Context: an optimization exercise on an open-source flow, tuned for small area, a short achievable clock period and few clock cycles per item. The choices shown serve that exercise and are no tape-out recipe. Function was not checked in any run shown here: the RTL went through the layout flow alone.

## flow/config.mk

```make
export PLATFORM = sky130hd
export DESIGN_NAME = sm4Core
export DESIGN_NICKNAME = sm4Core
export VERILOG_FILES = /design/flow/design.v
export SDC_FILE = /design/flow/constraint.sdc
export NUM_CORES = 8
export LEC_CHECK = 0
export CAP_MARGIN = 20
export CORE_MARGIN = 2
export CORE_UTILIZATION = 60
export SETUP_SLACK_MARGIN = 5
export SLEW_MARGIN = 20
export TNS_END_PERCENT = 0
```

## flow/constraint.sdc

```tcl
create_clock -name core_clock -period 11.0 [get_ports {clk}]
set_input_delay 2.2000 -clock core_clock [delete_from_list [all_inputs] [get_ports {clk}]]
set_output_delay 2.2000 -clock core_clock [all_outputs]
set_load 0.01 [all_outputs]
```

## flow/design.v

```verilog
`default_nettype none
package sm4TablesPkg;
  function automatic logic [1:0] gf4Mul(input logic [1:0] a, input logic [1:0] b);
    logic hh, ll, mm;
    hh = a[1] & b[1];
    ll = a[0] & b[0];
    mm = (a[1] ^ a[0]) & (b[1] ^ b[0]);
    gf4Mul = {mm ^ ll, hh ^ ll};
  endfunction
  function automatic logic [3:0] gf16Mul(input logic [3:0] a, input logic [3:0] b, input logic [1:0] nu);
    logic [1:0] hh, ll, mm;
    hh = gf4Mul(a[3:2], b[3:2]);
    ll = gf4Mul(a[1:0], b[1:0]);
    mm = gf4Mul(a[3:2] ^ a[1:0], b[3:2] ^ b[1:0]);
    gf16Mul = {mm ^ ll, gf4Mul(hh, nu) ^ ll};
  endfunction
  function automatic logic [3:0] gf16Inv2(input logic [3:0] a);
    case (a)
      4'd0: gf16Inv2 = 4'd0;
      4'd1: gf16Inv2 = 4'd1;
      4'd2: gf16Inv2 = 4'd3;
      4'd3: gf16Inv2 = 4'd2;
      4'd4: gf16Inv2 = 4'd15;
      4'd5: gf16Inv2 = 4'd12;
      4'd6: gf16Inv2 = 4'd9;
      4'd7: gf16Inv2 = 4'd11;
      4'd8: gf16Inv2 = 4'd10;
      4'd9: gf16Inv2 = 4'd6;
      4'd10: gf16Inv2 = 4'd8;
      4'd11: gf16Inv2 = 4'd7;
      4'd12: gf16Inv2 = 4'd5;
      4'd13: gf16Inv2 = 4'd14;
      4'd14: gf16Inv2 = 4'd13;
      4'd15: gf16Inv2 = 4'd4;
      default: gf16Inv2 = 4'd0;
    endcase
  endfunction
  function automatic logic [7:0] sbox(input logic [7:0] x);
    logic [7:0] t;
    logic [7:0] v;
    logic [3:0] ah, al, d, di;
    t[0] = x[1] ^ x[2] ^ x[5];
    t[1] = x[1] ^ x[4] ^ x[5] ^ x[6] ^ 1'b1;
    t[2] = x[2] ^ x[5] ^ x[7];
    t[3] = x[3] ^ x[4] ^ 1'b1;
    t[4] = x[0] ^ x[1] ^ x[2] ^ x[4] ^ x[6];
    t[5] = x[6] ^ 1'b1;
    t[6] = x[2] ^ x[7] ^ 1'b1;
    t[7] = x[0] ^ x[1] ^ x[2] ^ x[3] ^ x[4] ^ x[5] ^ x[6] ^ 1'b1;
    ah = t[7:4];
    al = t[3:0];
    d  = gf16Mul(ah, ah, 2'd2) ;
    d  = gf16Mul(d, 4'd9, 2'd2) ^ gf16Mul(ah, al, 2'd2) ^ gf16Mul(al, al, 2'd2);
    di = gf16Inv2(d);
    v  = {gf16Mul(ah, di, 2'd2), gf16Mul(ah ^ al, di, 2'd2)};
    sbox[0] = v[0] ^ v[2] ^ v[4] ^ v[6] ^ 1'b1;
    sbox[1] = v[0] ^ v[6] ^ 1'b1;
    sbox[2] = v[1] ^ v[2] ^ v[4] ^ v[5] ^ v[6];
    sbox[3] = v[0] ^ v[4] ^ v[6] ^ v[7];
    sbox[4] = v[1] ^ v[3] ^ v[7] ^ 1'b1;
    sbox[5] = v[1] ^ v[3] ^ v[5];
    sbox[6] = v[0] ^ v[1] ^ 1'b1;
    sbox[7] = v[0] ^ v[1] ^ v[2] ^ v[3] ^ v[5] ^ 1'b1;
  endfunction
  function automatic logic [7:0] sboxV(input logic [7:0] x);
    logic [7:0] t;
    logic [3:0] ah, al, d, di;
    t[0] = x[1] ^ x[2] ^ x[5];
    t[1] = x[1] ^ x[4] ^ x[5] ^ x[6] ^ 1'b1;
    t[2] = x[2] ^ x[5] ^ x[7];
    t[3] = x[3] ^ x[4] ^ 1'b1;
    t[4] = x[0] ^ x[1] ^ x[2] ^ x[4] ^ x[6];
    t[5] = x[6] ^ 1'b1;
    t[6] = x[2] ^ x[7] ^ 1'b1;
    t[7] = x[0] ^ x[1] ^ x[2] ^ x[3] ^ x[4] ^ x[5] ^ x[6] ^ 1'b1;
    ah = t[7:4];
    al = t[3:0];
    d  = gf16Mul(ah, ah, 2'd2) ;
    d  = gf16Mul(d, 4'd9, 2'd2) ^ gf16Mul(ah, al, 2'd2) ^ gf16Mul(al, al, 2'd2);
    di = gf16Inv2(d);
    sboxV = {gf16Mul(ah, di, 2'd2), gf16Mul(ah ^ al, di, 2'd2)};
  endfunction
  function automatic logic [31:0] tauV(input logic [31:0] a);
    tauV = {sboxV(a[31:24]), sboxV(a[23:16]), sboxV(a[15:8]), sboxV(a[7:0])};
  endfunction
  function automatic logic [31:0] ck(input logic [4:0] i);
    case (i)
      5'd0: ck = 32'h00070e15;
      5'd1: ck = 32'h1c232a31;
      5'd2: ck = 32'h383f464d;
      5'd3: ck = 32'h545b6269;
      5'd4: ck = 32'h70777e85;
      5'd5: ck = 32'h8c939aa1;
      5'd6: ck = 32'ha8afb6bd;
      5'd7: ck = 32'hc4cbd2d9;
      5'd8: ck = 32'he0e7eef5;
      5'd9: ck = 32'hfc030a11;
      5'd10: ck = 32'h181f262d;
      5'd11: ck = 32'h343b4249;
      5'd12: ck = 32'h50575e65;
      5'd13: ck = 32'h6c737a81;
      5'd14: ck = 32'h888f969d;
      5'd15: ck = 32'ha4abb2b9;
      5'd16: ck = 32'hc0c7ced5;
      5'd17: ck = 32'hdce3eaf1;
      5'd18: ck = 32'hf8ff060d;
      5'd19: ck = 32'h141b2229;
      5'd20: ck = 32'h30373e45;
      5'd21: ck = 32'h4c535a61;
      5'd22: ck = 32'h686f767d;
      5'd23: ck = 32'h848b9299;
      5'd24: ck = 32'ha0a7aeb5;
      5'd25: ck = 32'hbcc3cad1;
      5'd26: ck = 32'hd8dfe6ed;
      5'd27: ck = 32'hf4fb0209;
      5'd28: ck = 32'h10171e25;
      5'd29: ck = 32'h2c333a41;
      5'd30: ck = 32'h484f565d;
      5'd31: ck = 32'h646b7279;
      default: ck = 32'h0;
    endcase
  endfunction
  localparam logic [127:0] FK = {
    32'ha3b1bac6,
    32'h56aa3350,
    32'h677d9197,
    32'hb27022dc
  };
  function automatic logic [31:0] rotl(input logic [31:0] w, input int unsigned n);
    rotl = (w << n) | (w >> (32 - n));
  endfunction
  function automatic logic [31:0] tauSub(input logic [31:0] a);
    tauSub = {sbox(a[31:24]), sbox(a[23:16]), sbox(a[15:8]), sbox(a[7:0])};
  endfunction
  function automatic logic [31:0] dataT(input logic [31:0] x);
    logic [31:0] b;
    b = tauSub(x);
    dataT = b ^ rotl(b, 2) ^ rotl(b, 10) ^ rotl(b, 18) ^ rotl(b, 24);
  endfunction
  function automatic logic [31:0] keyT(input logic [31:0] x);
    logic [31:0] b;
    b = tauSub(x);
    keyT = b ^ rotl(b, 13) ^ rotl(b, 23);
  endfunction
endpackage
`default_nettype wire
`default_nettype none
package sm4CorePkg;
  localparam int WORD_W  = 32;
  localparam int BLOCK_W = 128;
  localparam int ROUNDS  = 32;
  localparam int ROUND_W = 5;
endpackage
`default_nettype wire
`default_nettype none
module sm4OutData (
  input  wire logic [31:0] v,
  input  wire logic [31:0] a,
  output logic [31:0]      t
);
  logic n1, n2, n3, n4, n5, n6, n7, n8, n9, n10, n11, n12;
  logic n13, n14, n15, n16, n17, n18, n19, n20, n21, n22, n23, n24;
  logic n25, n26, n27, n28, n29, n30, n31, n32, n33, n34, n35, n36;
  logic n37, n38, n39, n40, n41, n42, n43, n44, n45, n46, n47, n48;
  logic n49, n50, n51, n52, n53, n54, n55, n56, n57, n58, n59, n60;
  logic n61, n62, n63, n64, n65, n66, n67, n68, n69, n70, n71, n72;
  logic n73, n74, n75, n76, n77, n78, n79, n80, n81, n82, n83, n84;
  logic n85, n86, n87, n88, n89, n90, n91, n92, n93, n94, n95, n96;
  logic n97, n98, n99, n100, n101, n102, n103, n104, n105, n106, n107, n108;
  logic n109, n110, n111, n112, n113, n114, n115, n116, n117, n118, n119, n120;
  logic n121, n122, n123, n124, n125, n126, n127, n128, n129, n130, n131, n132;
  logic n133, n134, n135, n136, n137, n138, n139, n140, n141, n142, n143, n144;
  logic n145, n146, n147, n148, n149, n150, n151, n152, n153, n154, n155, n156;
  logic n157, n158, n159, n160, n161, n162, n163, n164, n165, n166, n167, n168;
  logic n169, n170, n171, n172, n173, n174, n175, n176, n177, n178, n179, n180;
  logic n181, n182, n183, n184, n185, n186, n187, n188, n189, n190, n191, n192;
  logic n193, n194, n195, n196, n197, n198, n199, n200, n201, n202, n203, n204;
  logic n205, n206, n207, n208, n209, n210, n211, n212, n213, n214, n215, n216;
  logic n217, n218, n219, n220, n221, n222, n223, n224, n225, n226, n227, n228;
  logic n229;
  assign n1 = v[0] ^ v[17];
  assign n2 = v[12] ^ v[14];
  assign n3 = v[16] ^ v[24];
  assign n4 = v[4] ^ v[6];
  assign n5 = v[13] ^ v[9];
  assign n6 = v[25] ^ v[29];
  assign n7 = v[1] ^ v[5];
  assign n8 = v[20] ^ v[22];
  assign n9 = v[28] ^ v[30];
  assign n10 = v[19] ^ v[21];
  assign n11 = v[10] ^ v[2];
  assign n12 = v[18] ^ v[26];
  assign n13 = v[11] ^ v[3];
  assign n14 = v[27] ^ v[8];
  assign n15 = n2 ^ n4;
  assign n16 = n5 ^ n7;
  assign n17 = n8 ^ n9;
  assign n18 = v[15] ^ v[7];
  assign n19 = v[23] ^ v[31];
  assign n20 = n1 ^ v[24];
  assign n21 = n14 ^ n6;
  assign n22 = n11 ^ n15;
  assign n23 = n12 ^ n17;
  assign n24 = v[25] ^ v[9];
  assign n25 = n3 ^ v[8];
  assign n26 = n13 ^ n16;
  assign n27 = n10 ^ n21;
  assign n28 = v[17] ^ v[1];
  assign n29 = v[0] ^ v[16];
  assign n30 = n2 ^ v[10];
  assign n31 = n3 ^ v[0];
  assign n32 = n4 ^ v[2];
  assign n33 = n8 ^ v[18];
  assign n34 = n9 ^ v[26];
  assign n35 = n13 ^ n18;
  assign n36 = n23 ^ v[21];
  assign n37 = n22 ^ n6;
  assign n38 = v[11] ^ v[27];
  assign n39 = v[14] ^ v[6];
  assign n40 = v[22] ^ v[30];
  assign n41 = v[3] ^ v[7];
  assign n42 = v[1] ^ v[8];
  assign n43 = v[14] ^ v[22];
  assign n44 = v[15] ^ v[23];
  assign n45 = v[30] ^ v[6];
  assign n46 = v[31] ^ v[8];
  assign n47 = v[17] ^ v[18];
  assign n48 = v[19] ^ v[1];
  assign n49 = n4 ^ v[7];
  assign n50 = n7 ^ v[3];
  assign n51 = n28 ^ v[31];
  assign n52 = n1 ^ v[16];
  assign n53 = n19 ^ v[15];
  assign n54 = n1 ^ n24;
  assign n55 = n1 ^ n5;
  assign n56 = n12 ^ n3;
  assign n57 = n20 ^ n5;
  assign n58 = n15 ^ n18;
  assign n59 = n11 ^ n26;
  assign n60 = a[1] ^ v[10];
  assign n61 = a[3] ^ v[4];
  assign n62 = a[4] ^ v[17];
  assign n63 = a[6] ^ v[19];
  assign n64 = a[7] ^ v[11];
  assign n65 = a[8] ^ v[25];
  assign n66 = a[9] ^ v[2];
  assign n67 = a[10] ^ v[8];
  assign n68 = a[11] ^ v[12];
  assign n69 = a[12] ^ v[11];
  assign n70 = a[13] ^ v[11];
  assign n71 = a[14] ^ v[16];
  assign n72 = a[15] ^ v[10];
  assign n73 = a[17] ^ v[26];
  assign n74 = a[18] ^ v[21];
  assign n75 = a[19] ^ v[0];
  assign n76 = a[20] ^ v[25];
  assign n77 = a[21] ^ v[23];
  assign n78 = a[22] ^ v[23];
  assign n79 = a[23] ^ v[27];
  assign n80 = a[24] ^ v[9];
  assign n81 = a[27] ^ v[28];
  assign n82 = a[28] ^ v[27];
  assign n83 = a[30] ^ v[9];
  assign n84 = a[31] ^ v[26];
  assign n85 = v[5] ^ v[9];
  assign n86 = v[13] ^ v[17];
  assign n87 = v[16] ^ v[3];
  assign n88 = v[20] ^ v[24];
  assign n89 = a[0] ^ n3;
  assign n90 = a[5] ^ n19;
  assign n91 = a[16] ^ n24;
  assign n92 = a[25] ^ n10;
  assign n93 = a[26] ^ n7;
  assign n94 = a[29] ^ n2;
  assign n95 = n44 ^ v[19];
  assign n96 = n14 ^ v[25];
  assign n97 = n74 ^ v[8];
  assign n98 = n19 ^ v[8];
  assign n99 = n10 ^ v[27];
  assign n100 = n41 ^ v[29];
  assign n101 = n10 ^ v[2];
  assign n102 = n10 ^ n38;
  assign n103 = n39 ^ n6;
  assign n104 = n18 ^ n2;
  assign n105 = n40 ^ n61;
  assign n106 = n6 ^ n62;
  assign n107 = n14 ^ n19;
  assign n108 = n41 ^ n63;
  assign n109 = n11 ^ n64;
  assign n110 = n42 ^ n65;
  assign n111 = n12 ^ n43;
  assign n112 = n44 ^ n45;
  assign n113 = n68 ^ n8;
  assign n114 = n69 ^ n7;
  assign n115 = n10 ^ n46;
  assign n116 = n70 ^ n9;
  assign n117 = n47 ^ n7;
  assign n118 = n72 ^ n87;
  assign n119 = n29 ^ n42;
  assign n120 = n29 ^ n40;
  assign n121 = n39 ^ n75;
  assign n122 = n88 ^ n9;
  assign n123 = n19 ^ n76;
  assign n124 = n77 ^ n8;
  assign n125 = n24 ^ n3;
  assign n126 = n48 ^ n78;
  assign n127 = n6 ^ n79;
  assign n128 = n28 ^ n80;
  assign n129 = n45 ^ n47;
  assign n130 = n29 ^ n43;
  assign n131 = n46 ^ n81;
  assign n132 = n5 ^ n82;
  assign n133 = n38 ^ n48;
  assign n134 = n13 ^ n84;
  assign n135 = a[2] ^ n16;
  assign n136 = n102 ^ n60;
  assign n137 = n106 ^ n85;
  assign n138 = n111 ^ n66;
  assign n139 = n32 ^ n67;
  assign n140 = n114 ^ n86;
  assign n141 = n35 ^ n71;
  assign n142 = n120 ^ n73;
  assign n143 = n17 ^ n3;
  assign n144 = n133 ^ n83;
  assign n145 = n54 ^ n89;
  assign n146 = n103 ^ n55;
  assign n147 = n30 ^ n31;
  assign n148 = n104 ^ n105;
  assign n149 = n32 ^ n35;
  assign n150 = n17 ^ n31;
  assign n151 = n49 ^ n90;
  assign n152 = n107 ^ n108;
  assign n153 = n109 ^ n55;
  assign n154 = n110 ^ n20;
  assign n155 = n30 ^ n33;
  assign n156 = n20 ^ n50;
  assign n157 = n112 ^ n113;
  assign n158 = n34 ^ n95;
  assign n159 = n115 ^ n116;
  assign n160 = n51 ^ n96;
  assign n161 = n117 ^ n118;
  assign n162 = n119 ^ n91;
  assign n163 = n34 ^ n52;
  assign n164 = n121 ^ n122;
  assign n165 = n123 ^ n16;
  assign n166 = n33 ^ n99;
  assign n167 = n124 ^ n52;
  assign n168 = n125 ^ n126;
  assign n169 = n127 ^ n56;
  assign n170 = n128 ^ n25;
  assign n171 = n32 ^ n34;
  assign n172 = n129 ^ n25;
  assign n173 = n25 ^ n33;
  assign n174 = n130 ^ n131;
  assign n175 = n100 ^ n132;
  assign n176 = n30 ^ n51;
  assign n177 = n21 ^ n50;
  assign n178 = n53 ^ n94;
  assign n179 = n20 ^ n53;
  assign n180 = n101 ^ n134;
  assign n181 = n16 ^ n20;
  assign n182 = n136 ^ n56;
  assign n183 = n148 ~^ n25;
  assign n184 = n152 ~^ n54;
  assign n185 = n157 ~^ n31;
  assign n186 = n142 ^ n21;
  assign n187 = n163 ^ n97;
  assign n188 = n164 ~^ n98;
  assign n189 = n168 ~^ n35;
  assign n190 = n172 ^ n92;
  assign n191 = n173 ^ n93;
  assign n192 = n174 ~^ n49;
  assign n193 = n145 ~^ n22;
  assign n194 = n135 ^ n147;
  assign n195 = n137 ^ n149;
  assign n196 = n150 ^ n151;
  assign n197 = n153 ^ n27;
  assign n198 = n154 ~^ n155;
  assign n199 = n138 ^ n156;
  assign n200 = n139 ^ n57;
  assign n201 = n140 ^ n158;
  assign n202 = n159 ^ n57;
  assign n203 = n141 ~^ n160;
  assign n204 = n161 ^ n27;
  assign n205 = n162 ~^ n23;
  assign n206 = n165 ^ n166;
  assign n207 = n167 ^ n27;
  assign n208 = n169 ^ n26;
  assign n209 = n170 ~^ n171;
  assign n210 = n175 ^ n176;
  assign n211 = n143 ^ n177;
  assign n212 = n144 ~^ n179;
  assign n213 = n180 ^ n181;
  assign n214 = n146 ~^ n182;
  assign n215 = n194 ~^ n23;
  assign n216 = n196 ^ n26;
  assign n217 = n199 ~^ n27;
  assign n218 = n202 ^ n58;
  assign n219 = n206 ^ n22;
  assign n220 = n207 ^ n58;
  assign n221 = n178 ^ n211;
  assign n222 = n195 ^ n36;
  assign n223 = n200 ~^ n36;
  assign n224 = n201 ^ n37;
  assign n225 = n186 ~^ n59;
  assign n226 = n187 ~^ n37;
  assign n227 = n190 ~^ n59;
  assign n228 = n191 ~^ n37;
  assign n229 = n210 ^ n36;
  assign t[0] = n193;
  assign t[1] = n214;
  assign t[2] = n215;
  assign t[3] = n183;
  assign t[4] = n222;
  assign t[5] = n216;
  assign t[6] = n184;
  assign t[7] = n197;
  assign t[8] = n198;
  assign t[9] = n217;
  assign t[10] = n223;
  assign t[11] = n185;
  assign t[12] = n224;
  assign t[13] = n218;
  assign t[14] = n203;
  assign t[15] = n204;
  assign t[16] = n205;
  assign t[17] = n225;
  assign t[18] = n226;
  assign t[19] = n188;
  assign t[20] = n219;
  assign t[21] = n220;
  assign t[22] = n189;
  assign t[23] = n208;
  assign t[24] = n209;
  assign t[25] = n227;
  assign t[26] = n228;
  assign t[27] = n192;
  assign t[28] = n229;
  assign t[29] = n221;
  assign t[30] = n212;
  assign t[31] = n213;
endmodule
module sm4OutKey (
  input  wire logic [31:0] v,
  input  wire logic [31:0] a,
  output logic [31:0]      t
);
  logic n1, n2, n3, n4, n5, n6, n7, n8, n9, n10, n11, n12;
  logic n13, n14, n15, n16, n17, n18, n19, n20, n21, n22, n23, n24;
  logic n25, n26, n27, n28, n29, n30, n31, n32, n33, n34, n35, n36;
  logic n37, n38, n39, n40, n41, n42, n43, n44, n45, n46, n47, n48;
  logic n49, n50, n51, n52, n53, n54, n55, n56, n57, n58, n59, n60;
  logic n61, n62, n63, n64, n65, n66, n67, n68, n69, n70, n71, n72;
  logic n73, n74, n75, n76, n77, n78, n79, n80, n81, n82, n83, n84;
  logic n85, n86, n87, n88, n89, n90, n91, n92, n93, n94, n95, n96;
  logic n97, n98, n99, n100, n101, n102, n103, n104, n105, n106, n107, n108;
  logic n109, n110, n111, n112, n113, n114, n115, n116, n117, n118, n119, n120;
  logic n121, n122, n123, n124, n125, n126, n127, n128, n129, n130, n131, n132;
  logic n133, n134, n135, n136, n137, n138, n139, n140, n141, n142, n143, n144;
  logic n145, n146, n147, n148, n149, n150, n151, n152, n153, n154, n155, n156;
  logic n157, n158, n159, n160, n161, n162, n163, n164, n165, n166, n167, n168;
  logic n169, n170, n171, n172, n173, n174, n175, n176, n177, n178, n179, n180;
  logic n181, n182;
  assign n1 = v[0] ^ v[16];
  assign n2 = v[24] ^ v[8];
  assign n3 = v[20] ^ v[22];
  assign n4 = v[4] ^ v[6];
  assign n5 = v[12] ^ v[14];
  assign n6 = v[13] ^ v[9];
  assign n7 = v[17] ^ v[19];
  assign n8 = v[1] ^ v[5];
  assign n9 = v[28] ^ v[30];
  assign n10 = v[25] ^ v[29];
  assign n11 = v[18] ^ v[21];
  assign n12 = n4 ^ v[2];
  assign n13 = n8 ^ v[3];
  assign n14 = n10 ^ v[27];
  assign n15 = n6 ^ v[11];
  assign n16 = n1 ^ n3;
  assign n17 = n5 ^ n7;
  assign n18 = n2 ^ n9;
  assign n19 = v[11] ^ v[15];
  assign n20 = v[1] ^ v[3];
  assign n21 = v[25] ^ v[27];
  assign n22 = n19 ^ v[9];
  assign n23 = n4 ^ v[7];
  assign n24 = n20 ^ v[7];
  assign n25 = n21 ^ v[31];
  assign n26 = n10 ^ n9;
  assign n27 = n11 ^ n3;
  assign n28 = v[14] ^ v[8];
  assign n29 = v[0] ^ v[10];
  assign n30 = v[10] ^ v[16];
  assign n31 = v[10] ^ v[26];
  assign n32 = v[24] ^ v[30];
  assign n33 = v[16] ^ v[26];
  assign n34 = v[0] ^ v[26];
  assign n35 = n6 ^ v[23];
  assign n36 = n1 ^ v[17];
  assign n37 = n2 ^ v[25];
  assign n38 = n11 ^ n7;
  assign n39 = n30 ^ n5;
  assign n40 = n16 ^ v[23];
  assign n41 = n18 ^ v[9];
  assign n42 = n16 ^ v[18];
  assign n43 = n12 ^ n8;
  assign n44 = n14 ^ n7;
  assign n45 = n17 ^ n37;
  assign n46 = a[1] ^ v[6];
  assign n47 = a[2] ^ v[15];
  assign n48 = a[4] ^ v[16];
  assign n49 = a[5] ^ v[26];
  assign n50 = a[6] ^ v[1];
  assign n51 = a[7] ^ v[18];
  assign n52 = a[8] ^ v[22];
  assign n53 = a[9] ^ v[17];
  assign n54 = a[11] ^ v[15];
  assign n55 = a[12] ^ v[21];
  assign n56 = a[14] ^ v[6];
  assign n57 = a[15] ^ v[11];
  assign n58 = a[17] ^ v[22];
  assign n59 = a[18] ^ v[17];
  assign n60 = a[19] ^ v[1];
  assign n61 = a[20] ^ v[0];
  assign n62 = a[21] ^ v[10];
  assign n63 = a[22] ^ v[14];
  assign n64 = a[23] ^ v[10];
  assign n65 = a[24] ^ v[15];
  assign n66 = a[27] ^ v[31];
  assign n67 = a[28] ^ v[10];
  assign n68 = a[29] ^ v[1];
  assign n69 = a[30] ^ v[22];
  assign n70 = a[31] ^ v[17];
  assign n71 = v[21] ^ v[8];
  assign n72 = v[26] ^ v[2];
  assign n73 = v[24] ^ v[26];
  assign n74 = v[8] ^ v[9];
  assign n75 = v[24] ^ v[31];
  assign n76 = v[23] ^ v[2];
  assign n77 = v[24] ^ v[25];
  assign n78 = a[0] ^ n28;
  assign n79 = a[10] ^ n3;
  assign n80 = a[16] ^ n32;
  assign n81 = a[25] ^ n32;
  assign n82 = a[26] ^ n34;
  assign n83 = n2 ^ v[30];
  assign n84 = n52 ^ v[31];
  assign n85 = n54 ^ v[23];
  assign n86 = n62 ^ v[21];
  assign n87 = n2 ^ v[17];
  assign n88 = n34 ^ v[6];
  assign n89 = n67 ^ v[8];
  assign n90 = n1 ^ v[2];
  assign n91 = n29 ^ n46;
  assign n92 = n47 ^ n71;
  assign n93 = n29 ^ n50;
  assign n94 = n51 ^ n72;
  assign n95 = n28 ^ n53;
  assign n96 = n55 ^ n73;
  assign n97 = n1 ^ n56;
  assign n98 = n31 ^ n57;
  assign n99 = n6 ^ n8;
  assign n100 = n33 ^ n58;
  assign n101 = n59 ^ n75;
  assign n102 = n61 ^ n76;
  assign n103 = n33 ^ n63;
  assign n104 = n1 ^ n11;
  assign n105 = n6 ^ n64;
  assign n106 = n5 ^ n65;
  assign n107 = n69 ^ n77;
  assign n108 = n2 ^ n31;
  assign n109 = n5 ^ n70;
  assign n110 = a[3] ^ n22;
  assign n111 = a[13] ^ n12;
  assign n112 = n15 ^ n48;
  assign n113 = n13 ^ n49;
  assign n114 = n38 ^ n74;
  assign n115 = n101 ^ n9;
  assign n116 = n25 ^ n60;
  assign n117 = n24 ^ n66;
  assign n118 = n14 ^ n68;
  assign n119 = n12 ^ n78;
  assign n120 = n17 ^ n35;
  assign n121 = n17 ^ n92;
  assign n122 = n23 ^ n36;
  assign n123 = n24 ^ n38;
  assign n124 = n15 ^ n83;
  assign n125 = n13 ^ n16;
  assign n126 = n26 ^ n94;
  assign n127 = n18 ^ n39;
  assign n128 = n25 ^ n27;
  assign n129 = n14 ^ n35;
  assign n130 = n39 ^ n79;
  assign n131 = n22 ^ n96;
  assign n132 = n15 ^ n36;
  assign n133 = n12 ^ n18;
  assign n134 = n98 ^ n99;
  assign n135 = n23 ^ n80;
  assign n136 = n100 ^ n24;
  assign n137 = n13 ^ n27;
  assign n138 = n102 ^ n13;
  assign n139 = n103 ^ n14;
  assign n140 = n104 ^ n105;
  assign n141 = n12 ^ n17;
  assign n142 = n106 ^ n18;
  assign n143 = n22 ^ n81;
  assign n144 = n15 ^ n23;
  assign n145 = n26 ^ n82;
  assign n146 = n13 ^ n15;
  assign n147 = n25 ^ n89;
  assign n148 = n107 ^ n13;
  assign n149 = n108 ^ n109;
  assign n150 = n14 ^ n27;
  assign n151 = n120 ^ n91;
  assign n152 = n124 ~^ n93;
  assign n153 = n127 ^ n84;
  assign n154 = n128 ^ n95;
  assign n155 = n45 ^ n85;
  assign n156 = n114 ~^ n97;
  assign n157 = n136 ^ n26;
  assign n158 = n45 ^ n86;
  assign n159 = n139 ~^ n87;
  assign n160 = n142 ^ n88;
  assign n161 = n148 ~^ n90;
  assign n162 = n119 ^ n40;
  assign n163 = n121 ^ n43;
  assign n164 = n110 ^ n122;
  assign n165 = n112 ^ n123;
  assign n166 = n113 ^ n41;
  assign n167 = n125 ^ n126;
  assign n168 = n129 ^ n130;
  assign n169 = n131 ^ n44;
  assign n170 = n111 ^ n132;
  assign n171 = n133 ^ n134;
  assign n172 = n135 ^ n42;
  assign n173 = n115 ^ n137;
  assign n174 = n116 ^ n40;
  assign n175 = n138 ^ n44;
  assign n176 = n140 ^ n141;
  assign n177 = n143 ^ n43;
  assign n178 = n144 ^ n145;
  assign n179 = n117 ^ n41;
  assign n180 = n146 ^ n147;
  assign n181 = n118 ^ n42;
  assign n182 = n149 ^ n150;
  assign t[0] = n162;
  assign t[1] = n151;
  assign t[2] = n163;
  assign t[3] = n164;
  assign t[4] = n165;
  assign t[5] = n166;
  assign t[6] = n152;
  assign t[7] = n167;
  assign t[8] = n153;
  assign t[9] = n154;
  assign t[10] = n168;
  assign t[11] = n155;
  assign t[12] = n169;
  assign t[13] = n170;
  assign t[14] = n156;
  assign t[15] = n171;
  assign t[16] = n172;
  assign t[17] = n157;
  assign t[18] = n173;
  assign t[19] = n174;
  assign t[20] = n175;
  assign t[21] = n158;
  assign t[22] = n159;
  assign t[23] = n176;
  assign t[24] = n160;
  assign t[25] = n177;
  assign t[26] = n178;
  assign t[27] = n179;
  assign t[28] = n180;
  assign t[29] = n181;
  assign t[30] = n161;
  assign t[31] = n182;
endmodule
`default_nettype wire
`default_nettype none
import sm4CorePkg::*;
module sm4Core (
  input  wire logic                             clk,
  input  wire logic                             rst_n,
  input  wire logic                             start,
  input  wire logic                             decrypt,
  input  wire logic [sm4CorePkg::BLOCK_W-1:0]   key,
  input  wire logic [sm4CorePkg::BLOCK_W-1:0]   textIn,
  output logic [sm4CorePkg::BLOCK_W-1:0]        textOut,
  output logic                                  done
);
  localparam logic [ROUND_W-1:0] CNT_LAST = ROUND_W'(ROUNDS - 1);
  logic               busy;
  logic               rounds;
  logic               decMode;
  logic               valid;
  logic [ROUND_W-1:0] cnt;
  logic [ROUND_W-1:0] cntNext;
  logic               accept;
  logic               hit;
  logic               lastRound;
  logic               toRounds;
  logic               keyBack;
  logic               saveEnd;
  logic [BLOCK_W-1:0] keyIn;
  logic [BLOCK_W-1:0] kw;
  logic [BLOCK_W-1:0] ko;
  assign keyIn     = key ^ sm4TablesPkg::FK;
  assign accept    = start && !busy;
  assign hit       = valid && (keyIn == kw);
  assign lastRound = busy && rounds && (cnt == '0);
  assign toRounds  = busy && !rounds && (!decMode || cnt == CNT_LAST);
  assign keyBack   = busy && decMode && rounds;
  always_comb
  begin
    if (accept)
      cntNext = hit ? (decrypt ? CNT_LAST : ROUND_W'(1)) : '0;
    else if (!busy || lastRound)
      cntNext = '0;
    else if (rounds ? decMode : (decMode && cnt == CNT_LAST))
      cntNext = rounds ? cnt - 1'b1 : cnt;
    else
      cntNext = cnt + 1'b1;
  end
  always_ff @(posedge clk or negedge rst_n)
  begin
    if (!rst_n)
    begin
      busy    <= 1'b0;
      rounds  <= 1'b0;
      decMode <= 1'b0;
      valid   <= 1'b0;
      cnt     <= '0;
      done    <= 1'b0;
    end
    else
    begin
      done <= lastRound;
      cnt  <= cntNext;
      if (accept)
      begin
        busy    <= 1'b1;
        rounds  <= hit;
        decMode <= decrypt;
      end
      else
      begin
        if (lastRound)
        begin
          busy  <= 1'b0;
          valid <= 1'b1;
        end
        if (toRounds)
          rounds <= 1'b1;
      end
    end
  end
  logic [WORD_W-1:0] ckReg;
  always_ff @(posedge clk)
    ckReg <= sm4TablesPkg::ck(cntNext);
  logic [WORD_W-1:0] k0, k1, k2, k3;
  logic [WORD_W-1:0] e0, e1, e2, e3;
  logic              stepFwd;
  logic              stepBack;
  logic              encEnd;
  assign {k0, k1, k2, k3} = kw;
  logic [WORD_W-1:0] newK;
  sm4OutKey u_outKey (
    .v (sm4TablesPkg::tauV(k1 ^ k2 ^ (keyBack ? k0 : k3) ^ ckReg)),
    .a (keyBack ? k3 : k0),
    .t (newK)
  );
  assign encEnd   = lastRound && !decMode;
  assign stepFwd  = (accept && hit && !decrypt) || (busy && !keyBack && !encEnd);
  assign stepBack = busy && keyBack;
  always_comb
  begin
    if (accept && !hit)
      {e0, e1, e2, e3} = keyIn;
    else if ((accept && decrypt) || encEnd)
      {e0, e1, e2, e3} = ko;
    else if (stepFwd)
      {e0, e1, e2, e3} = {k1, k2, k3, k3};
    else if (stepBack)
      {e0, e1, e2, e3} = {k0, k0, k1, k2};
    else
      {e0, e1, e2, e3} = kw;
  end
  always_ff @(posedge clk)
    kw <= {stepBack ? newK : e0, e1, e2, stepFwd ? newK : e3};
  assign saveEnd = busy && (decMode ? (rounds && cnt == CNT_LAST)
                                    : (!rounds || cnt == '0));
  always_ff @(posedge clk)
  begin
    if ((accept && hit && !decrypt) || saveEnd)
      ko <= kw;
  end
  logic [WORD_W-1:0] x0, x1, x2, x3;
  logic [WORD_W-1:0] ty;
  logic              dataRound;
  assign dataRound = busy && rounds;
  sm4OutData u_outData (
    .v (sm4TablesPkg::tauV(x1 ^ x2 ^ x3 ^ k3)),
    .a (x0),
    .t (ty)
  );
  always_ff @(posedge clk)
  begin
    if (accept)
      {x0, x1, x2} <= textIn[127:32];
    else if (dataRound)
      {x0, x1, x2} <= {x1, x2, x3};
  end
  always_ff @(posedge clk)
    x3 <= dataRound ? ty : (accept ? textIn[31:0] : x3);
  assign textOut = {x3, x2, x1, x0};
endmodule
`default_nettype wire
```

## flow/flow/run.sh

```bash
#!/bin/bash
# Own layout flow: the standard flow (standard.sh) with its synthesis
# changed in one place only. Where the standard synthesis maps all logic with
# ABC, this one maps the gate-level modules listed in flow/struct_modules.txt
# one yosys gate to one cell (flow/cellmap.v), keeping their structure, and
# the rest with ABC as before. The flip-flops are mapped before that step, as
# in the standard synthesis, so registers, names and cells are unchanged.
# flow/knobs.txt adds ORFS variables to both make calls.
# Each tool's full output goes to a log file of its own in this folder.
set -euo pipefail
here=$(pwd)
fdir=$here/flow
structs=$(tr '\n' ' ' < "$fdir/struct_modules.txt")
rest=$(tr '\n' ' ' < "$fdir/abc_modules.txt")

sed "s#^  log_cmd abc {\*}\$abc_args#  log_cmd techmap -map $fdir/cellmap.v $structs\n  log_cmd opt_clean\n  log_cmd abc {*}\$abc_args $rest#" \
  "$FLOW_HOME/scripts/synth.tcl" > "$here/own_synth.tcl"
grep -q "cellmap.v" "$here/own_synth.tcl"
sed "s#\$::env(SCRIPTS_DIR)/synth.tcl#$here/own_synth.tcl#" "$here/synth_recipe.tcl" > "$here/own_synth_recipe.tcl"
grep -q "own_synth.tcl" "$here/own_synth_recipe.tcl"

knobs=()
if [[ -f $fdir/knobs.txt ]]; then
  while IFS= read -r line; do
    [[ -n "$line" && "$line" != \#* ]] && knobs+=("$line")
  done < "$fdir/knobs.txt"
fi

bash standard.sh "SYNTH_SCRIPT=$here/own_synth_recipe.tcl" "${knobs[@]}" synth > "$here/synth.log" 2>&1
bash standard.sh "SYNTH_SCRIPT=$here/own_synth_recipe.tcl" "${knobs[@]}" finish > "$here/layout.log" 2>&1
test -f "$here/out/final.def"
```

## flow/flow/abc_modules.txt

```
sm4Core
```

## flow/flow/cellmap.v

```verilog
module \$_AND_ (input A, input B, output Y); sky130_fd_sc_hd__and2_1 _TECHMAP_REPLACE_ (.A(A), .B(B), .X(Y)); endmodule
module \$_OR_ (input A, input B, output Y); sky130_fd_sc_hd__or2_1 _TECHMAP_REPLACE_ (.A(A), .B(B), .X(Y)); endmodule
module \$_XOR_ (input A, input B, output Y); sky130_fd_sc_hd__xor2_1 _TECHMAP_REPLACE_ (.A(A), .B(B), .X(Y)); endmodule
module \$_XNOR_ (input A, input B, output Y); sky130_fd_sc_hd__xnor2_1 _TECHMAP_REPLACE_ (.A(A), .B(B), .Y(Y)); endmodule
module \$_NAND_ (input A, input B, output Y); sky130_fd_sc_hd__nand2_1 _TECHMAP_REPLACE_ (.A(A), .B(B), .Y(Y)); endmodule
module \$_NOR_ (input A, input B, output Y); sky130_fd_sc_hd__nor2_1 _TECHMAP_REPLACE_ (.A(A), .B(B), .Y(Y)); endmodule
module \$_NOT_ (input A, output Y); sky130_fd_sc_hd__inv_1 _TECHMAP_REPLACE_ (.A(A), .Y(Y)); endmodule
module \$_MUX_ (input A, input B, input S, output Y); sky130_fd_sc_hd__mux2_1 _TECHMAP_REPLACE_ (.A0(A), .A1(B), .S(S), .X(Y)); endmodule
```

## flow/flow/knobs.txt

```
SYNTH_HIERARCHICAL=1
SYNTH_ARGS=-noabc
BUFFER_PORTS_ARGS=-buffer_cell sky130_fd_sc_hd__buf_1
```

## flow/flow/struct_modules.txt

```
sm4OutData
sm4OutKey
```

## flow/standard.sh

```bash
#!/bin/bash
# synth_recipe.tcl (not shown) runs the flow's synth.tcl, then flattens the netlist and writes it again
# the make line also repeats each setting of config.mk as NAME=value (left out here)
make -C /OpenROAD-flow-scripts/flow DESIGN_CONFIG=/design/flow/config.mk WORK_HOME=/design/flow/orfs CLKGATE_MAP_FILE= SYNTH_SCRIPT=/design/flow/synth_recipe.tcl "${@:-finish}"
```

==> impl_metrics.py, run 1 <==
metrics = {
    "setup_path": {
        "rr_startpoint": "busy",
        "critPathMaxStageDelay_ps": 540,
        "crit_path_start_kind": "flop",
        "ff2ff_setup_slack_ps": 3950,
        "rr_worst_depth": 29,
        "crit_top_cell": "buf_12",
        "crit_required_ps": 11390,
        "r2r_end": "kw[6]",
        "crit_arrival_ps": 7440,
        "critPathCaptureType": "flop",
        "critPathKind": "flop to flop",
        "critPathSlowestCell": "xor3_2",
        "critPathMaxFanout": 7,
    },
    "synth": {
        "synth-seq-area-share": 0.321,
        "ys_ff_latch": 415,
        "ys.warnings.count": 31,
        "synth_top_area_share": 0.303,
        "synth_area_um2": 38100,
        "synth_async_sr_flop_share": 0.0241,
        "synth_edf_count": 384,
        "synth.area.top_cells": "edfxtp_1, xor2_1, xnor2_1",
        "syn_inst": 4171,
        "synthFlopType": "edfxtp_1",
        "avgSynthCellArea_um2": 9.13,
        "ys_types": 103,
        "syn_nets": 4474,
        "synth_area_leader_cell": "edfxtp_1",
    },
    "die": {
        "die_area_um2": 65500,
        "die_h_um": 256,
        "io-pin-count": 389,
        "die_w_um": 256,
        "initial_core_util": 0.606,
        "rows": 92,
        "coreArea_um2": 62900,
    },
    "drt": {
        "postRouteAntennaNets": 0,
        "wl_mm": 153,
        "wl_per_cell_um": 27.0,
        "drc": 0,
        "viasPerCell": 6.42,
        "initialDrtViolationCount": 4908,
        "dr.pass1.iters": 8,
        "vias": 36500,
    },
    "min_path": {
        "hold_path_end": "ko[38]",
        "hold_start": "kw[38]",
        "hold_depth": 0,
        "hold_path.class": "flop to flop",
    },
    "global_route": {
        "grt_pass1_wl_mm": 215,
        "grt_max_degree": 202,
        "track_usage": 0.435,
        "grt_pass1_vias": 33500,
        "grt_overflow_total": 0,
        "antenna_found_initial": 10,
    },
    "timing": {
        "finalHoldViolations": 0,
        "slew_headroom": 0.143,
        "maxSlewViolCount": 0,
        "timing.setup.tns_ps": 0,
        "max_freq_ghz": 0.142,
        "setup_viol": 0,
        "grt_setup_unrepaired": "true",
        "fin_crit_sh": 0.641,
        "fin_hold_ws_ps": 493,
        "clock-skew-final_ps": 35.1,
        "worst_pin_slew_ps": 1270,
        "timing.final.crit_period_ps": 7050,
    },
    "clocking": {
        "cts_tree": "done",
        "clock-sinks": 415,
        "clkSlewWorstSetupHoldPaths_ps": 60,
        "clk_latency_ps": 640,
        "cts.htree.levels": 2,
        "numCtsBuffers": 49,
        "root_buffer": "clkbuf_16",
        "clockBufferDepth": 3,
    },
    "placed_design": {
        "place.gp.congestion": 1.02,
        "placed_area_um2": 39900,
        "io_buffers": 388,
        "hpwl_mm": 104,
    },
    "finish": {
        "fillers": 4191,
        "final_common_cell": "nand2_1",
        "nets": 5091,
        "layout_common_cells": "nand2_1, xor2_1, buf_1, edfxtp_1, buf_4",
        "final_area_um2": 48800,
        "drive_above_1_share": 0.230,
        "syn_to_final_growth_pct": 28.1,
        "final_core_util": 0.776,
    },
    "outcome": {
        "status": "no timing/DRC/antenna violations",
    },
    "job": {
        "maxCapViolCount": 0,
    },
}
-- how the worst max path moves through the flow --
stage / from / endpoint / depth (start not counted) / slack (ps)
floorplan: key[100] / kw[0] / 11 / 1700
global placement: busy / kw[108] / 25 / 2280
detailed placement: busy / kw[108] / 25 / 1990
CTS: rounds / kw[17] / 27 / 4430
global route: busy / kw[6] / 28 / 3830
finish: busy / kw[6] / 29 / 3950
-- per-module statistics from Yosys (local to each module, per instance) --
module	cell area (µm²)	cells inside	copies in the design	flops+latches
sm4Core	34000	3696	1	415
sm4OutData	2250	261	1	0
sm4OutKey	1830	214	1	0
-- area by class of cell --
class,count,area (µm²),share of cell area
inverters,111,439,0.00900
well taps,846,1060,0.0217
repair buffers,812,5080,0.104
flip-flops and latches,415,12200,0.250
clock inverters,27,370,0.00759
clock buffers,64,1300,0.0267
diodes,6,15.0,0.000308
multi-input cells,3399,28300,0.580
-- synth_stat cells (12+ instances only) --
cell and n:
nand4_1 19, edfxtp_1 384, mux2i_1 155, a221oi_1 29
nand2b_1 26, o211ai_1 60, xnor3_1 40, and2_1 16
buf_1 12, a21oi_1 134, nor2b_1 15, o21ai_0 261
buf_4 66, a22oi_1 21, a31oi_1 12, ha_1 43
nor2_1 194, nor4_1 19, xnor2_1 443, xnor2_2 23
inv_1 106, xor2_1 554, nor3_1 38, nand2_1 766
o22ai_1 45, mux2_2 91, clkbuf_1 148, a211oi_1 31
dfxtp_1 21, buf_2 18, a21o_1 40, o221ai_1 27
nand3_1 72
-- timing repair --
action | 4_1_cts | 5_1_grt
hold buffers | 0 | 0
resized for setup | 403 | 213
setup buffers | 226 | 139
endpoints found under the setup margin | 245 | 251
pin swaps | 133 | 142
gates cloned | 6 | 2
-- per-stage QoR --
| step | worst slack [ps] | std cells |
|---|---|---|
| floorplan | 1700 | 4171 |
| global placement | 2280 | 5210 |
| detailed placement | 1990 | 5210 |
| CTS | 4430 | 5533 |
| global route | 3830 | 5675 |
| finish | 3950 | 5680 |
-- worst max-delay path: cells and delay by family (launching register included) --
kind            cells  cell delay [ps]
xor+xnor           14             3290
simple gates        2              530
flops               1              430
mux                 2              560
buf+inv             8             1240
fa+ha+maj           1              240
compound gates      2              490
-- cells by family after synthesis --
group / after synthesis / synth area share
simple gates: 1222 / 0.136
xor+xnor: 1086 / 0.279
compound gates: 789 / 0.135
flops: 415 / 0.321
buf+inv: 361 / 0.0439
mux: 253 / 0.0709
fa+ha+maj: 45 / 0.0147
-- registers in the layout (all words and copies together) (netlist names) --
register	flops
busy	1
done	1
decMode	1
x3	32
ko	128
x0	32
x1	32
cnt	5
rounds	1
x2	32
valid	1
kw	128
ckReg	21
-- per-layer routing --
| metal | vias up | part of all wire | track usage |
|---|---|---|---|
| met1 | 17300 | 0.35 | 0.543 |
| met5 | - | 0.00035 | 0 |
| li1 | 15600 | - | - |
| met2 | 2769 | 0.44 | 0.681 |
| met4 | 10 | 0.088 | 0.275 |
| met3 | 725 | 0.12 | 0.105 |
==> run 2, diff against run 1 <==
==> flow/flow/run.sh (replaced) <==
#!/bin/bash
# Own layout flow: the standard flow (standard.sh), with
#  - synthesis as standard.sh does it, except for the ABC mapping script
#    (flow/abc.script) used for the logic between the registers;
#  - the ORFS knobs in flow/knobs.txt added to the layout's make call.
# Registers, their names and cells are the standard synthesis's: the
# flip-flops are mapped before ABC runs and ABC does not touch them.
# Each tool's full output goes to a log file of its own in this folder.
set -euo pipefail
here=$(pwd)
fdir=$here/flow

# synthesis script: synth_recipe.tcl with ORFS's synth.tcl swapped for a copy
# whose abc call uses flow/abc.script.
sed "s#^  log_cmd abc {\*}\$abc_args#  set abc_args [lreplace \$abc_args 1 1 $fdir/abc.script]\n  log_cmd abc {*}\$abc_args#" \
  "$FLOW_HOME/scripts/synth.tcl" > "$here/own_synth.tcl"
grep -q "abc.script" "$here/own_synth.tcl"
sed "s#\$::env(SCRIPTS_DIR)/synth.tcl#$here/own_synth.tcl#" "$here/synth_recipe.tcl" > "$here/own_synth_recipe.tcl"
grep -q "own_synth.tcl" "$here/own_synth_recipe.tcl"

knobs=()
if [[ -f $fdir/knobs.txt ]]; then
  while IFS= read -r line; do
    [[ -n "$line" && "$line" != \#* ]] && knobs+=("$line")
  done < "$fdir/knobs.txt"
fi

bash standard.sh "SYNTH_SCRIPT=$here/own_synth_recipe.tcl" synth > "$here/synth.log" 2>&1
bash standard.sh "SYNTH_SCRIPT=$here/own_synth_recipe.tcl" "${knobs[@]}" finish > "$here/layout.log" 2>&1
test -f "$here/out/final.def"
==> flow/flow/abc.script (new file) <==
&get -n
&st
&dch
&nf
&st
&syn2
&if -g -K 6
&synch2
&nf
&st
&syn2
&if -g -K 6
&synch2
&nf
&st
&syn2
&if -g -K 6
&synch2
&nf
&st
&syn2
&if -g -K 6
&synch2
&nf
&st
&syn2
&if -g -K 6
&synch2
&nf
&put
buffer -c
topo
stime -c
upsize -c
dnsize -c
==> flow/flow/knobs.txt (replaced) <==
BUFFER_PORTS_ARGS=-buffer_cell sky130_fd_sc_hd__buf_1
removed: flow/flow/abc_modules.txt
removed: flow/flow/cellmap.v
removed: flow/flow/struct_modules.txt
==> run 2 against run 1 <==
Compared with the run above:
- non-clock buffer count shrank 33
- sequential share of layout area shrank 0.66 points
- cell count down 2.0%
- register-to-register slack better by 200 ps
- flip-flop and latch count is the same
- worst hold slack improved by 11 ps
- setup slack improved by 200 ps
- synthesized cell count fell by 4.3%
==> impl_metrics.py, run 2 <==
metrics = {
    "timing": {
        "timing.final.crit_period_ps": 6850,
        "setup_ws_ps": 4150,
        "finalHoldViolations": 0,
        "timing.setup.tns_ps": 0,
        "worst_pin_slew_ps": 1100,
        "fin_crit_sh": 0.623,
        "setup_viol": 0,
        "clock-skew-final_ps": 47.7,
        "slew_headroom": 0.259,
        "max_freq_ghz": 0.146,
        "fin_hold_ws_ps": 504,
        "grt_setup_unrepaired": "true",
        "maxSlewViolCount": 0,
    },
    "setup_path": {
        "rr_startpoint": "busy",
        "crit_path_start_kind": "flop",
        "ff2ff_setup_slack_ps": 4150,
        "critPathMaxFanout": 7,
        "worstSetupStartpoint": "busy",
        "rr_worst_depth": 27,
        "critPathKind": "flop to flop",
        "critPathCaptureType": "flop",
        "crit_required_ps": 11320,
        "critPathCapture": "kw[0]",
        "crit_arrival_ps": 7170,
        "r2r_end": "kw[0]",
    },
    "finish": {
        "layout_common_cells": "nand2_1, xnor2_1, buf_1, edfxtp_1, buf_4",
        "reg_top3": "ko (128), kw (128)",
        "fillers": 4476,
        "drive_above_1_share": 0.247,
        "final_area_um2": 50100,
        "syn_to_final_growth_pct": 25.8,
        "nets": 4989,
        "final_common_cell": "nand2_1",
    },
    "drt": {
        "initialDrtViolationCount": 5050,
        "postRouteAntennaNets": 0,
        "wl_per_cell_um": 26.7,
        "wl_mm": 149,
        "wl_met2_mm": 64.5,
        "highest_layer": "met5",
        "wl_met3_mm": 17.5,
        "vias": 34900,
        "drc": 0,
        "dr.pass1.iters": 6,
        "viasPerCell": 6.28,
        "wl_met1_mm": 58.7,
    },
    "synth": {
        "ys.warnings.count": 1,
        "synth_top_area_share": 0.289,
        "synth_async_sr_flop_share": 0.0241,
        "synth_common_cells": "nand2_1, xnor2_1, edfxtp_1",
        "synth_area_um2": 39900,
        "ys_ff_latch": 415,
        "yosysMostFrequentCell": "nand2_1",
        "syn_nets": 4319,
        "synth-seq-area-share": 0.306,
        "ys_types": 137,
        "avgSynthCellArea_um2": 9.99,
        "synth_edf_count": 384,
        "synth.area.top_cells": "edfxtp_1, xnor2_1, nand2_1",
        "synthFlopType": "edfxtp_1",
        "syn_inst": 3991,
        "synth_area_leader_cell": "edfxtp_1",
    },
    "die": {
        "initial_core_util": 0.606,
        "die_h_um": 262,
        "io-pin-count": 389,
        "coreArea_um2": 65700,
        "die_w_um": 262,
        "rows": 94,
        "die_area_um2": 68500,
    },
    "placed_design": {
        "pre_cts_ws_ps": 1980,
        "place.gp.congestion": 1.01,
        "placed_area_um2": 42000,
        "io_buffers": 388,
        "hpwl_mm": 104,
    },
    "outcome": {
        "status": "no timing/DRC/antenna violations",
    },
    "job": {
        "maxCapViolCount": 0,
    },
    "clocking": {
        "root_buffer": "clkbuf_16",
        "numCtsBuffers": 48,
        "clk_latency_ps": 640,
        "clockBufferDepth": 3,
        "cts_tree": "done",
        "cts_hold_buf": 0,
        "cts.htree.levels": 2,
        "clock-sinks": 415,
        "clkSlewWorstSetupHoldPaths_ps": 70,
    },
    "global_route": {
        "grt_pass1_vias": 31400,
        "antenna_found_initial": 9,
        "track_usage": 0.407,
        "grt_max_degree": 156,
        "grt_pass1_wl_mm": 206,
        "grt_overflow_total": 0,
    },
    "min_path": {
        "hold_path.class": "flop to flop",
    },
}
-- run 2: changes by cell type in the layout (fill, tap and decap cells not counted), sizes merged, moves of 25 or more --
cell,previous run,this run
a21o,40,11
buf,809,777
ha,43,68
mux2i,160,195
nand2,766,675
nor2,195,165
o21ai,270,245
o22ai,45,15
xnor2,478,712
xnor3,44,119
xor2,559,284
-- run 2: kinds of logic (layout without fill, tap and decap cells) --
family | after synthesis | after routing | synth area share
xor+xnor | 1131 | 1131 | 0.323
mux | 273 | 273 | 0.0749
other cells | 0 | 5 | 0
buf+inv | 249 | 956 | 0.0261
flops | 415 | 415 | 0.306
compound gates | 696 | 696 | 0.117
fa+ha+maj | 75 | 75 | 0.0231
simple gates | 1152 | 1153 | 0.129
-- run 2: timing repair --
item / 4_1_cts / 5_1_grt
cloned: 3 / 0
hold endpoints to repair: 0 / 0
gates resized for setup: 375 / 178
endpoints found under the setup margin: 224 / 340
setup buffers: 241 / 119
pin swaps: 161 / 118
-- run 2: worst min-delay path by stage --
stage,to,cells past startpoint,from
6_report,valid,1,valid
2_1_floorplan,valid,1,valid
3_5_place_dp,ko[95],0,kw[95]
4_1_cts,ko[95],0,kw[95]
5_1_grt,valid,1,valid
3_3_place_gp,ko[95],0,kw[95]
-- run 2: stage by stage --
step                utilization  std cells
global placement          0.639       5112
finish                    0.762       5568
floorplan                     -       3991
global route              0.762       5567
detailed placement        0.639       5112
CTS                       0.731       5444
-- run 2: routing by layer --
| layer | up-vias | global-route usage |
|---|---|---|
| li1 | 15400 | - |
| met1 | 17100 | 0.581 |
| met2 | 2067 | 0.594 |
| met3 | 386 | 0.0995 |
| met4 | 6 | 0.160 |
| met5 | - | 0 |
-- run 2: layout make-up --
type / count / area (µm²) / area share
diodes: 5 / 12.5 / 0.000250
clock buffers: 64 / 1310 / 0.0262
inverters: 89 / 357 / 0.00711
well taps: 864 / 1080 / 0.0216
multi-input cells: 3328 / 30000 / 0.599
flip-flops and latches: 415 / 12200 / 0.244
clock inverters: 24 / 313 / 0.00624
repair buffers: 779 / 4790 / 0.0956
-- run 2: worst max-delay path, cell delays in order (launching register included) --
cell and delay (ps):
dfrtp_4 490, nand3_4 190, buf_12 190, mux2i_4 300, xnor2_4 140, buf_6 140
xnor2_2 140, xnor2_2 130, buf_4 160, xnor2_4 190, ha_4 190, xor2_4 190
xor2_2 210, xnor2_2 110, xnor2_2 250, xor2_2 130, inv_2 130, ha_4 140
or3b_4 380, mux2i_4 220, xor2_2 140, a221oi_2 410, xor2_2 170, xnor2_1 780
xnor2_1 280, xnor3_1 430, xnor2_2 180, a21oi_1 100

[re-timing with driven ports]
No port has a modelled driver above. Below, the same layouts with a new extraction and two added sets of constraints.
Step 1 sets driving cells, clkbuf_16 on the clock port and buf_2 on the other inputs (assumed; they add their load-dependent delay and slew).
Step 2 moves the port delays by t, midway between the first and last clock arrival at a register: inputs arrive t later, outputs are due t later. That takes back most of the time a late clock gives input paths.
Slacks: ideal ports / drivers / drivers and shift; pairs: ideal ports / drivers.
run	t, ns	setup slack, ns	worst setup path at the end	worst data-port slew with drivers (ns)
run 1	0.700	3.950 / 3.950 / 3.806	input to register	0.14
run 2	0.680	4.150 / 4.150 / 3.616	input to register	0.12
After both steps every run listed still meets setup and hold. The setup slack of run 2, which loses most, moves by 0.000 ns with the drivers and by -0.534 ns with both steps.
